What follows belongs to an exercise in optimizing a design on an open flow for small area, a short achievable clock period and few clock cycles per item; a production flow would make more cautious choices. Power figures rest on the tool's default switching activity, not on a simulated workload.

==> trial 72: inputs <==
==> flow/design.v (excerpt) <==
module guide_offtarget_hamming_scan_unit
#(
    parameter int HIT_MM_MAX  = 4,
    parameter int COUNT_WIDTH = 16
) (
    input  logic                 i_clk,
    input  logic                 i_rst_n,
    input  logic                 push,
    output logic                 full,
    input  logic [WORD_W-1:0]    i_entry_word,
    input  logic                 i_last_entry,
    output logic                 empty,
    input  logic                 pop,
    output logic                 o_kind,
    output logic [ID_W-1:0]      o_entry_id,
    output logic [MM_W-1:0]      o_mismatches,
    output logic [ID_W-1:0]      o_bin_count,
    output logic                 o_list_complete,
    output logic                 o_last,
    input  logic                 i_cfg_valid,
    output logic                 o_cfg_ready,
    input  logic [CFG_IDX_W-1:0] i_cfg_index,
    input  logic [WORD_W-1:0]    i_cfg_data
);
    localparam int CW    = COUNT_WIDTH;
    localparam int NB    = HIT_MM_MAX + 1;    
    localparam int DEPTH = 3;                 
    logic [WORD_W-1:0] r_query;
    logic [LEN_W-1:0]  r_len;
    logic [LIST_W-1:0] r_limit;
    logic [61:0]       r_rc;         
    logic              r_rdy;        
    logic [LEN_W-1:0]  r_k;          
    logic w_wr_q, w_wr_len, w_wr_lim, w_rebuild, w_rc_step;
    assign w_wr_q    = i_cfg_valid && r_rdy && (i_cfg_index == 2'd0);
    assign w_wr_len  = i_cfg_valid && r_rdy && (i_cfg_index == 2'd1);
    assign w_wr_lim  = i_cfg_valid && r_rdy && (i_cfg_index == 2'd2);
    assign w_rebuild = w_wr_q || w_wr_len;
    assign w_rc_step = !r_rdy && (r_k != r_len);
    assign o_cfg_ready = r_rdy;
    always_ff @(posedge i_clk) begin
        if (!i_rst_n) begin
            r_query <= '0;
  ...
Settings: LEC_CHECK=0, CAP_MARGIN=20, CORE_MARGIN=2, CORE_UTILIZATION=30, SETUP_SLACK_MARGIN=3.5, SLEW_MARGIN=20; clock period 6.0 ns.
run.sh (not shown) runs the stock make flow with config.mk's settings and CLKGATE_MAP_FILE= SYNTH_SCRIPT=/design/flow/synth_recipe.tcl, a recipe that flattens the netlist after the stock synthesis.
==> inputs of trial 85, as changes to trial 72 <==
--- a/flow/design.v
+++ b/flow/design.v
@@ -57,23 +57,25 @@
     output logic                 o_last,
     input  logic                 i_cfg_valid,
     output logic                 o_cfg_ready,
     input  logic [CFG_IDX_W-1:0] i_cfg_index,
     input  logic [WORD_W-1:0]    i_cfg_data
 );
     localparam int CW    = COUNT_WIDTH;
     localparam int NB    = HIT_MM_MAX + 1;    
-    localparam int DEPTH = 3;                 
+    localparam int DEPTH = 4;                 
     logic [WORD_W-1:0] r_query;
     logic [LEN_W-1:0]  r_len;
     logic [LIST_W-1:0] r_limit;
     logic [61:0]       r_rc;         
     logic              r_rdy;        
     logic [LEN_W-1:0]  r_k;          
+    logic              r_qf;         
+    logic [1:0]        w_qpair;
     logic w_wr_q, w_wr_len, w_wr_lim, w_rebuild, w_rc_step;
     assign w_wr_q    = i_cfg_valid && r_rdy && (i_cfg_index == 2'd0);
     assign w_wr_len  = i_cfg_valid && r_rdy && (i_cfg_index == 2'd1);
     assign w_wr_lim  = i_cfg_valid && r_rdy && (i_cfg_index == 2'd2);
     assign w_rebuild = w_wr_q || w_wr_len;
     assign w_rc_step = !r_rdy && (r_k != r_len);
     assign o_cfg_ready = r_rdy;
     always_ff @(posedge i_clk) begin
@@ -94,34 +96,39 @@
         end else if (!r_rdy) begin
             if (r_k == r_len) begin
                 r_rdy <= 1'b1;
             end else begin
                 r_k <= r_k + LEN_W'(1);
             end
         end
     end
+    assign w_qpair = {1'b0, r_query} >> {r_k, 1'b0};
     always_ff @(posedge i_clk) begin
         if (w_rc_step) begin
-            r_rc <= {r_rc[59:0], ~r_query[2*r_k +: 2]};
+            r_rc <= {r_rc[59:0], ~w_qpair};
+        end
+        if (!r_rdy && !w_rc_step) begin
+            r_qf <= w_qpair[0];
         end
     end
     logic [31:0] w_flag;      
     logic [30:0] w_low;       
     logic [62:0] w_dq;
     logic [61:0] w_dr;
     logic        w_opp;
     logic [31:0] w_mm;
     always_comb begin
         for (int p = 0; p < 32; p++) w_flag[p] = (r_len == LEN_W'(p));
         for (int p = 0; p < 31; p++) w_low[p]  = (r_len >  LEN_W'(p));
         w_dq  = r_query ^ i_entry_word;
         w_dr  = r_rc ^ i_entry_word[61:0];
         w_opp = 1'b0;
-        for (int p = 0; p < 32; p++) w_opp = w_opp | (w_flag[p] & w_dq[2*p]);
+        for (int p = 0; p < 32; p++) w_opp = w_opp | (w_flag[p] & i_entry_word[2*p]);
+        w_opp = w_opp ^ r_qf;
         for (int p = 0; p < 31; p++) begin
             w_mm[p] = (w_opp && w_low[p]) ? (w_dr[2*p] | w_dr[2*p+1])
                                           : ((w_dq[2*p] & !w_flag[p]) | w_dq[2*p+1]);
         end
         w_mm[31] = w_dq[62] & !w_flag[31];
     end
     logic        r_full;
     logic        r_v1;
@@ -163,65 +170,76 @@
         end
         for (int g = 0; g < 4; g++) w_t8[g]  = th_merge(w_t4[2*g], w_t4[2*g+1]);
         for (int g = 0; g < 2; g++) w_t16[g] = th_merge(w_t8[2*g], w_t8[2*g+1]);
         w_t32   = th_merge(w_t16[0], w_t16[1]);
         w_c_hit = !w_t32[4];
         w_c_oh  = {w_t32[3] & !w_t32[4], w_t32[2] & !w_t32[3], w_t32[1] & !w_t32[2],
                    w_t32[0] & !w_t32[1], !w_t32[0]};
     end
+    logic       r_v2, r_c_hit, r_c_last;
+    logic [4:0] r_c_oh;
+    always_ff @(posedge i_clk) begin
+        r_c_hit  <= w_c_hit;
+        r_c_oh   <= w_c_oh;
+        r_c_last <= r_last1;
+    end
     logic [DEPTH-1:0] r_q_hit;
     logic [4:0]       r_q_oh [DEPTH];
     logic [DEPTH-1:0] r_q_last;
-    logic [1:0]       r_q_cnt;
+    logic [2:0]       r_q_cnt;
     logic             w_rd;
-    logic [1:0]       w_cnt_rd;
-    logic [1:0]       w_cnt_nx;
-    assign w_cnt_rd = r_q_cnt - 2'(w_rd);
-    assign w_cnt_nx = w_cnt_rd + 2'(r_v1);
+    logic [2:0]       w_cnt_rd;
+    logic [2:0]       w_cnt_nx;
+    logic [4:0]       w_head_oh_nx;
+    assign w_cnt_rd = r_q_cnt - 3'(w_rd);
+    assign w_cnt_nx = w_cnt_rd + 3'(r_v2);
+    assign w_head_oh_nx = (w_cnt_rd == 3'd0) ? r_c_oh : (w_rd ? r_q_oh[1] : r_q_oh[0]);
     always_ff @(posedge i_clk) begin
         for (int i = 0; i < DEPTH; i++) begin
-            if (r_v1 && w_cnt_rd == 2'(i)) begin
-                r_q_hit[i]  <= w_c_hit;
-                r_q_oh[i]   <= w_c_oh;
-                r_q_last[i] <= r_last1;
+            if (r_v2 && w_cnt_rd == 3'(i)) begin
+                r_q_hit[i]  <= r_c_hit;
+                r_q_oh[i]   <= r_c_oh;
+                r_q_last[i] <= r_c_last;
             end else if (w_rd && i < DEPTH-1) begin
                 r_q_hit[i]  <= r_q_hit[i+1];
                 r_q_oh[i]   <= r_q_oh[i+1];
                 r_q_last[i] <= r_q_last[i+1];
             end
         end
     end
     always_ff @(posedge i_clk) begin
         if (!i_rst_n) begin
             r_v1    <= 1'b0;
+            r_v2    <= 1'b0;
             r_q_cnt <= '0;
             r_full  <= 1'b1;
         end else begin
             r_v1    <= w_acc;
+            r_v2    <= r_v1;
             r_q_cnt <= w_cnt_nx;
             r_full  <= w_rebuild || (!r_rdy && w_rc_step)
-                    || ({1'b0, w_cnt_nx} + 3'(w_acc) >= 3'(DEPTH));
+                    || ({1'b0, w_cnt_nx} + 4'(r_v1) + 4'(w_acc) >= 4'(DEPTH));
         end
     end
     logic          r_dump;
     logic          r_complete;
     logic [CW-1:0] r_id;         
     logic [CW-1:0] r_allow;      
     logic [CW-1:0] r_bin [NB];
     logic          r_empty;
     logic          w_out_free;
     logic          h_valid, h_hit, h_last;
     logic [4:0]    h_oh;
     logic [2:0]    h_bin;
     logic [4:0]    r_s_oh;
     logic          w_ge1, w_ge2;
     logic          w_proc;
     logic          w_hit_beat;
-    logic [4:0]    w_sel;
+    logic [4:0]    r_sel;       
     logic [CW-1:0] w_bsel;
     logic [CW-1:0] w_binc;
     logic          w_emit_h;
     assign h_valid    = (r_q_cnt != 2'd0);
     assign h_hit      = r_q_hit[0];
     assign h_oh       = r_q_oh[0];
     assign h_bin      = {h_oh[4], h_oh[3] | h_oh[2], h_oh[3] | h_oh[1]};
     assign h_last     = r_q_last[0];
@@ -230,52 +248,68 @@
     assign w_ge2      = (r_allow[CW-1:1] != '0);
     always_comb begin
         if (r_dump) w_proc = h_valid && !h_hit && !h_last;
         else        w_proc = h_valid && (!h_hit || w_out_free);
     end
     assign w_rd       = w_proc;
     assign w_hit_beat = !r_dump && w_proc && h_hit && w_ge2;
     assign w_emit_h   = r_dump && w_out_free;
-    assign w_sel  = r_dump ? r_s_oh : h_oh;
     always_comb begin
         w_bsel = '0;
-        for (int b = 0; b < NB; b++) w_bsel = w_bsel | (r_bin[b] & {CW{w_sel[b]}});
+        for (int b = 0; b < NB; b++) w_bsel = w_bsel | (r_bin[b] & {CW{r_sel[b]}});
         w_binc = (&w_bsel) ? w_bsel : w_bsel + CW'(1);
     end
+    logic       w_dump_nx;
+    logic [4:0] w_s_oh_nx;
+    always_comb begin
+        w_dump_nx = r_dump;
+        w_s_oh_nx = r_s_oh;
+        if (!r_dump && w_proc && h_last) begin
+            w_dump_nx = 1'b1;
+            w_s_oh_nx = 5'b00001;
+        end
+        if (w_emit_h) begin
+            w_s_oh_nx = {r_s_oh[3:0], 1'b0};
+            if (r_s_oh[HIT_MM_MAX]) w_dump_nx = 1'b0;
+        end
+    end
+    always_ff @(posedge i_clk) begin
+        if (!i_rst_n) begin
+            r_sel  <= '0;
+        end else begin
+            r_sel  <= w_dump_nx ? w_s_oh_nx : w_head_oh_nx;
+        end
+        r_dump <= i_rst_n && w_dump_nx;
+        r_s_oh <= w_s_oh_nx;
+    end
     always_ff @(posedge i_clk) begin
         if (!i_rst_n) begin
-            r_dump     <= 1'b0;
-            r_s_oh     <= 5'b00001;
             r_complete <= 1'b0;
             r_id       <= CW'(1);
             r_allow    <= CW'(2000);
             for (int b = 0; b < NB; b++) r_bin[b] <= '0;
         end else begin
             if (w_wr_lim) r_allow <= CW'(i_cfg_data[LIST_W-1:0]);
             if (w_proc) begin
                 r_id <= h_last && !r_dump ? CW'(1) : r_id + CW'(1);
             end
             if (!r_dump && w_proc) begin
                 if (h_last) begin
                     r_allow    <= CW'(r_limit);
                     r_complete <= h_hit ? w_ge2 : w_ge1;
-                    r_dump     <= 1'b1;
-                            r_s_oh     <= 5'b00001;
                 end else if (h_hit && w_ge1) begin
                     r_allow <= r_allow - CW'(1);
                 end
                 if (h_hit) begin
                     for (int b = 0; b < NB; b++) if (h_oh[b]) r_bin[b] <= w_binc;
                 end
             end
             if (w_emit_h) begin
                 for (int b = 0; b < NB; b++) if (r_s_oh[b]) r_bin[b] <= '0;
-                r_s_oh <= {r_s_oh[3:0], 1'b0};
-                if (r_s_oh[HIT_MM_MAX]) r_dump <= 1'b0;
             end
         end
     end
     logic [CW-1:0] r_o_id;
     logic [CW-1:0] r_o_cnt;
     logic          r_o_kind, r_o_cpl, r_o_last;
     logic [2:0]    r_o_mm;
     always_ff @(posedge i_clk) begin
ABC_AREA = 1   (was default)
==> inputs of trial 62, as changes to trial 72 <==
--- a/flow/design.v
+++ b/flow/design.v
@@ -57,23 +57,25 @@
     output logic                 o_last,
     input  logic                 i_cfg_valid,
     output logic                 o_cfg_ready,
     input  logic [CFG_IDX_W-1:0] i_cfg_index,
     input  logic [WORD_W-1:0]    i_cfg_data
 );
     localparam int CW    = COUNT_WIDTH;
     localparam int NB    = HIT_MM_MAX + 1;    
-    localparam int DEPTH = 3;                 
+    localparam int DEPTH = 4;                 
     logic [WORD_W-1:0] r_query;
     logic [LEN_W-1:0]  r_len;
     logic [LIST_W-1:0] r_limit;
     logic [61:0]       r_rc;         
     logic              r_rdy;        
     logic [LEN_W-1:0]  r_k;          
+    logic              r_qf;         
+    logic [1:0]        w_qpair;
     logic w_wr_q, w_wr_len, w_wr_lim, w_rebuild, w_rc_step;
     assign w_wr_q    = i_cfg_valid && r_rdy && (i_cfg_index == 2'd0);
     assign w_wr_len  = i_cfg_valid && r_rdy && (i_cfg_index == 2'd1);
     assign w_wr_lim  = i_cfg_valid && r_rdy && (i_cfg_index == 2'd2);
     assign w_rebuild = w_wr_q || w_wr_len;
     assign w_rc_step = !r_rdy && (r_k != r_len);
     assign o_cfg_ready = r_rdy;
     always_ff @(posedge i_clk) begin
@@ -94,34 +96,39 @@
         end else if (!r_rdy) begin
             if (r_k == r_len) begin
                 r_rdy <= 1'b1;
             end else begin
                 r_k <= r_k + LEN_W'(1);
             end
         end
     end
+    assign w_qpair = {1'b0, r_query} >> {r_k, 1'b0};
     always_ff @(posedge i_clk) begin
         if (w_rc_step) begin
-            r_rc <= {r_rc[59:0], ~r_query[2*r_k +: 2]};
+            r_rc <= {r_rc[59:0], ~w_qpair};
+        end
+        if (!r_rdy && !w_rc_step) begin
+            r_qf <= w_qpair[0];
         end
     end
     logic [31:0] w_flag;      
     logic [30:0] w_low;       
     logic [62:0] w_dq;
     logic [61:0] w_dr;
     logic        w_opp;
     logic [31:0] w_mm;
     always_comb begin
         for (int p = 0; p < 32; p++) w_flag[p] = (r_len == LEN_W'(p));
         for (int p = 0; p < 31; p++) w_low[p]  = (r_len >  LEN_W'(p));
         w_dq  = r_query ^ i_entry_word;
         w_dr  = r_rc ^ i_entry_word[61:0];
         w_opp = 1'b0;
-        for (int p = 0; p < 32; p++) w_opp = w_opp | (w_flag[p] & w_dq[2*p]);
+        for (int p = 0; p < 32; p++) w_opp = w_opp | (w_flag[p] & i_entry_word[2*p]);
+        w_opp = w_opp ^ r_qf;
         for (int p = 0; p < 31; p++) begin
             w_mm[p] = (w_opp && w_low[p]) ? (w_dr[2*p] | w_dr[2*p+1])
                                           : ((w_dq[2*p] & !w_flag[p]) | w_dq[2*p+1]);
         end
         w_mm[31] = w_dq[62] & !w_flag[31];
     end
     logic        r_full;
     logic        r_v1;
@@ -163,65 +170,76 @@
         end
         for (int g = 0; g < 4; g++) w_t8[g]  = th_merge(w_t4[2*g], w_t4[2*g+1]);
         for (int g = 0; g < 2; g++) w_t16[g] = th_merge(w_t8[2*g], w_t8[2*g+1]);
         w_t32   = th_merge(w_t16[0], w_t16[1]);
         w_c_hit = !w_t32[4];
         w_c_oh  = {w_t32[3] & !w_t32[4], w_t32[2] & !w_t32[3], w_t32[1] & !w_t32[2],
                    w_t32[0] & !w_t32[1], !w_t32[0]};
     end
+    logic       r_v2, r_c_hit, r_c_last;
+    logic [4:0] r_c_oh;
+    always_ff @(posedge i_clk) begin
+        r_c_hit  <= w_c_hit;
+        r_c_oh   <= w_c_oh;
+        r_c_last <= r_last1;
+    end
     logic [DEPTH-1:0] r_q_hit;
     logic [4:0]       r_q_oh [DEPTH];
     logic [DEPTH-1:0] r_q_last;
-    logic [1:0]       r_q_cnt;
+    logic [2:0]       r_q_cnt;
     logic             w_rd;
-    logic [1:0]       w_cnt_rd;
-    logic [1:0]       w_cnt_nx;
-    assign w_cnt_rd = r_q_cnt - 2'(w_rd);
-    assign w_cnt_nx = w_cnt_rd + 2'(r_v1);
+    logic [2:0]       w_cnt_rd;
+    logic [2:0]       w_cnt_nx;
+    logic [4:0]       w_head_oh_nx;
+    assign w_cnt_rd = r_q_cnt - 3'(w_rd);
+    assign w_cnt_nx = w_cnt_rd + 3'(r_v2);
+    assign w_head_oh_nx = (w_cnt_rd == 3'd0) ? r_c_oh : (w_rd ? r_q_oh[1] : r_q_oh[0]);
     always_ff @(posedge i_clk) begin
         for (int i = 0; i < DEPTH; i++) begin
-            if (r_v1 && w_cnt_rd == 2'(i)) begin
-                r_q_hit[i]  <= w_c_hit;
-                r_q_oh[i]   <= w_c_oh;
-                r_q_last[i] <= r_last1;
+            if (r_v2 && w_cnt_rd == 3'(i)) begin
+                r_q_hit[i]  <= r_c_hit;
+                r_q_oh[i]   <= r_c_oh;
+                r_q_last[i] <= r_c_last;
             end else if (w_rd && i < DEPTH-1) begin
                 r_q_hit[i]  <= r_q_hit[i+1];
                 r_q_oh[i]   <= r_q_oh[i+1];
                 r_q_last[i] <= r_q_last[i+1];
             end
         end
     end
     always_ff @(posedge i_clk) begin
         if (!i_rst_n) begin
             r_v1    <= 1'b0;
+            r_v2    <= 1'b0;
             r_q_cnt <= '0;
             r_full  <= 1'b1;
         end else begin
             r_v1    <= w_acc;
+            r_v2    <= r_v1;
             r_q_cnt <= w_cnt_nx;
             r_full  <= w_rebuild || (!r_rdy && w_rc_step)
-                    || ({1'b0, w_cnt_nx} + 3'(w_acc) >= 3'(DEPTH));
+                    || ({1'b0, w_cnt_nx} + 4'(r_v1) + 4'(w_acc) >= 4'(DEPTH));
         end
     end
     logic          r_dump;
     logic          r_complete;
     logic [CW-1:0] r_id;         
     logic [CW-1:0] r_allow;      
     logic [CW-1:0] r_bin [NB];
     logic          r_empty;
     logic          w_out_free;
     logic          h_valid, h_hit, h_last;
     logic [4:0]    h_oh;
     logic [2:0]    h_bin;
     logic [4:0]    r_s_oh;
     logic          w_ge1, w_ge2;
     logic          w_proc;
     logic          w_hit_beat;
-    logic [4:0]    w_sel;
+    logic [4:0]    r_sel;       
     logic [CW-1:0] w_bsel;
     logic [CW-1:0] w_binc;
     logic          w_emit_h;
     assign h_valid    = (r_q_cnt != 2'd0);
     assign h_hit      = r_q_hit[0];
     assign h_oh       = r_q_oh[0];
     assign h_bin      = {h_oh[4], h_oh[3] | h_oh[2], h_oh[3] | h_oh[1]};
     assign h_last     = r_q_last[0];
@@ -230,52 +248,68 @@
     assign w_ge2      = (r_allow[CW-1:1] != '0);
     always_comb begin
         if (r_dump) w_proc = h_valid && !h_hit && !h_last;
         else        w_proc = h_valid && (!h_hit || w_out_free);
     end
     assign w_rd       = w_proc;
     assign w_hit_beat = !r_dump && w_proc && h_hit && w_ge2;
     assign w_emit_h   = r_dump && w_out_free;
-    assign w_sel  = r_dump ? r_s_oh : h_oh;
     always_comb begin
         w_bsel = '0;
-        for (int b = 0; b < NB; b++) w_bsel = w_bsel | (r_bin[b] & {CW{w_sel[b]}});
+        for (int b = 0; b < NB; b++) w_bsel = w_bsel | (r_bin[b] & {CW{r_sel[b]}});
         w_binc = (&w_bsel) ? w_bsel : w_bsel + CW'(1);
     end
+    logic       w_dump_nx;
+    logic [4:0] w_s_oh_nx;
+    always_comb begin
+        w_dump_nx = r_dump;
+        w_s_oh_nx = r_s_oh;
+        if (!r_dump && w_proc && h_last) begin
+            w_dump_nx = 1'b1;
+            w_s_oh_nx = 5'b00001;
+        end
+        if (w_emit_h) begin
+            w_s_oh_nx = {r_s_oh[3:0], 1'b0};
+            if (r_s_oh[HIT_MM_MAX]) w_dump_nx = 1'b0;
+        end
+    end
+    always_ff @(posedge i_clk) begin
+        if (!i_rst_n) begin
+            r_sel  <= '0;
+        end else begin
+            r_sel  <= w_dump_nx ? w_s_oh_nx : w_head_oh_nx;
+        end
+        r_dump <= i_rst_n && w_dump_nx;
+        r_s_oh <= w_s_oh_nx;
+    end
     always_ff @(posedge i_clk) begin
         if (!i_rst_n) begin
-            r_dump     <= 1'b0;
-            r_s_oh     <= 5'b00001;
             r_complete <= 1'b0;
             r_id       <= CW'(1);
             r_allow    <= CW'(2000);
             for (int b = 0; b < NB; b++) r_bin[b] <= '0;
         end else begin
             if (w_wr_lim) r_allow <= CW'(i_cfg_data[LIST_W-1:0]);
             if (w_proc) begin
                 r_id <= h_last && !r_dump ? CW'(1) : r_id + CW'(1);
             end
             if (!r_dump && w_proc) begin
                 if (h_last) begin
                     r_allow    <= CW'(r_limit);
                     r_complete <= h_hit ? w_ge2 : w_ge1;
-                    r_dump     <= 1'b1;
-                            r_s_oh     <= 5'b00001;
                 end else if (h_hit && w_ge1) begin
                     r_allow <= r_allow - CW'(1);
                 end
                 if (h_hit) begin
                     for (int b = 0; b < NB; b++) if (h_oh[b]) r_bin[b] <= w_binc;
                 end
             end
             if (w_emit_h) begin
                 for (int b = 0; b < NB; b++) if (r_s_oh[b]) r_bin[b] <= '0;
-                r_s_oh <= {r_s_oh[3:0], 1'b0};
-                if (r_s_oh[HIT_MM_MAX]) r_dump <= 1'b0;
             end
         end
     end
     logic [CW-1:0] r_o_id;
     logic [CW-1:0] r_o_cnt;
     logic          r_o_kind, r_o_cpl, r_o_last;
     logic [2:0]    r_o_mm;
     always_ff @(posedge i_clk) begin
ABC_AREA = 1   (was default)
CORE_UTILIZATION = 55   (was 30)
==> notes <==
- The lowest combinational power belongs to trial 72, the highest to trial 62.
- Hold slack, highest first: trial 72, trial 85, trial 62.
- Of trial 62 and trial 72, trial 72 has the higher die area (gap about 40%, measured against trial 72).
- Cell count, highest first: trial 85, trial 62, trial 72.
- Of trial 85 and trial 62, trial 85 has the higher setup slack (gap 39 ps).
- The lowest critical path depth belongs to trial 72, the highest to trial 62.
- Clock power: trial 72 < trial 62 < trial 85.
- In trial 62 the sequential power is larger than in trial 72, by 24%.
==> figures <==
| quantity | trial 85 | trial 62 | trial 72 |
|---|---|---|---|
| Outcome | complete, no violations | complete, no violations | complete, no violations |
| Endpoint of the worst-slack reg-to-reg timing path | r_q_oh[1][2] | r_q_oh[2][1] | r_bin[3][12] |
| Part of the power in the clock network | 0.311 | 0.286 | 0.318 |
| Internal power | 6.22 mW | 6.22 mW | 5.11 mW |
| Inverters | 274 | 273 | 20 |
| Clk sinks | 390 | 390 | 368 |
| DRC marker count from the first detailed-route iteration | 1501 | 1587 | 1624 |
| Worst rel slew slack | 0.354 | 0.432 | 0.377 |
| First-pass GRT wire length | 96.7 mm | 96.1 mm | 90.9 mm |
| Number of standard cells in the final layout excluding fillers | 3851 | 3453 | 3162 |
| Combinational power | 2.90 mW | 3.20 mW | 2.27 mW |
| Switching part of the total power | 0.346 | 0.355 | 0.335 |
| Ratio of routed vias to standard cells | 4.81 | 5.57 | 5.30 |
| Type of the worst setup path | input port to flip-flop | input port to flip-flop | flip-flop to flip-flop |
| Final core utilization | 0.381 | 0.693 | 0.414 |
| Hold path startpoint | r_last1 | r_last1 | r_bin[2][7] |
| Estimated wirelength of the detail-placed design | 43.9 mm | 42.0 mm | 40.2 mm |
| Switching Power | 3.30 mW | 3.42 mW | 2.57 mW |
Function was not checked in any run of this note: the RTL went through the layout flow alone.

what the ideal ports hide:
No port has a modelled driver above. Below, the same layouts with a new extraction and two added sets of constraints.
Step 1, drivers: a clkbuf_16 drives i_clk and a buf_2 each remaining input, both assumed.
Step 2 also shifts input and output timing later by t, the mid clock arrival at the registers, as if the neighbouring blocks saw the same clock.
Three values: ideal ports, drivers, drivers and shift; two values: the first two.
run | shift t [ns] | slack for setup (ns) | worst setup path at the end | worst register clock-pin slew, ns | pins driven straight from the clock port
trial 72 | 0.625 | 3.221 / 3.221 / 2.740 | input to register | 0.07 / 0.07 | 1
trial 85 | 0.629 | 3.385 / 3.415 / 2.786 | input to register | 0.06 / 0.06 | 1
trial 62 | 0.620 | 3.345 / 3.363 / 2.743 | input to register | 0.06 / 0.06 | 1
After both steps every run listed still meets setup and hold. The setup slack of trial 62, which loses most, moves by +0.018 ns with the drivers and by -0.602 ns with both steps.
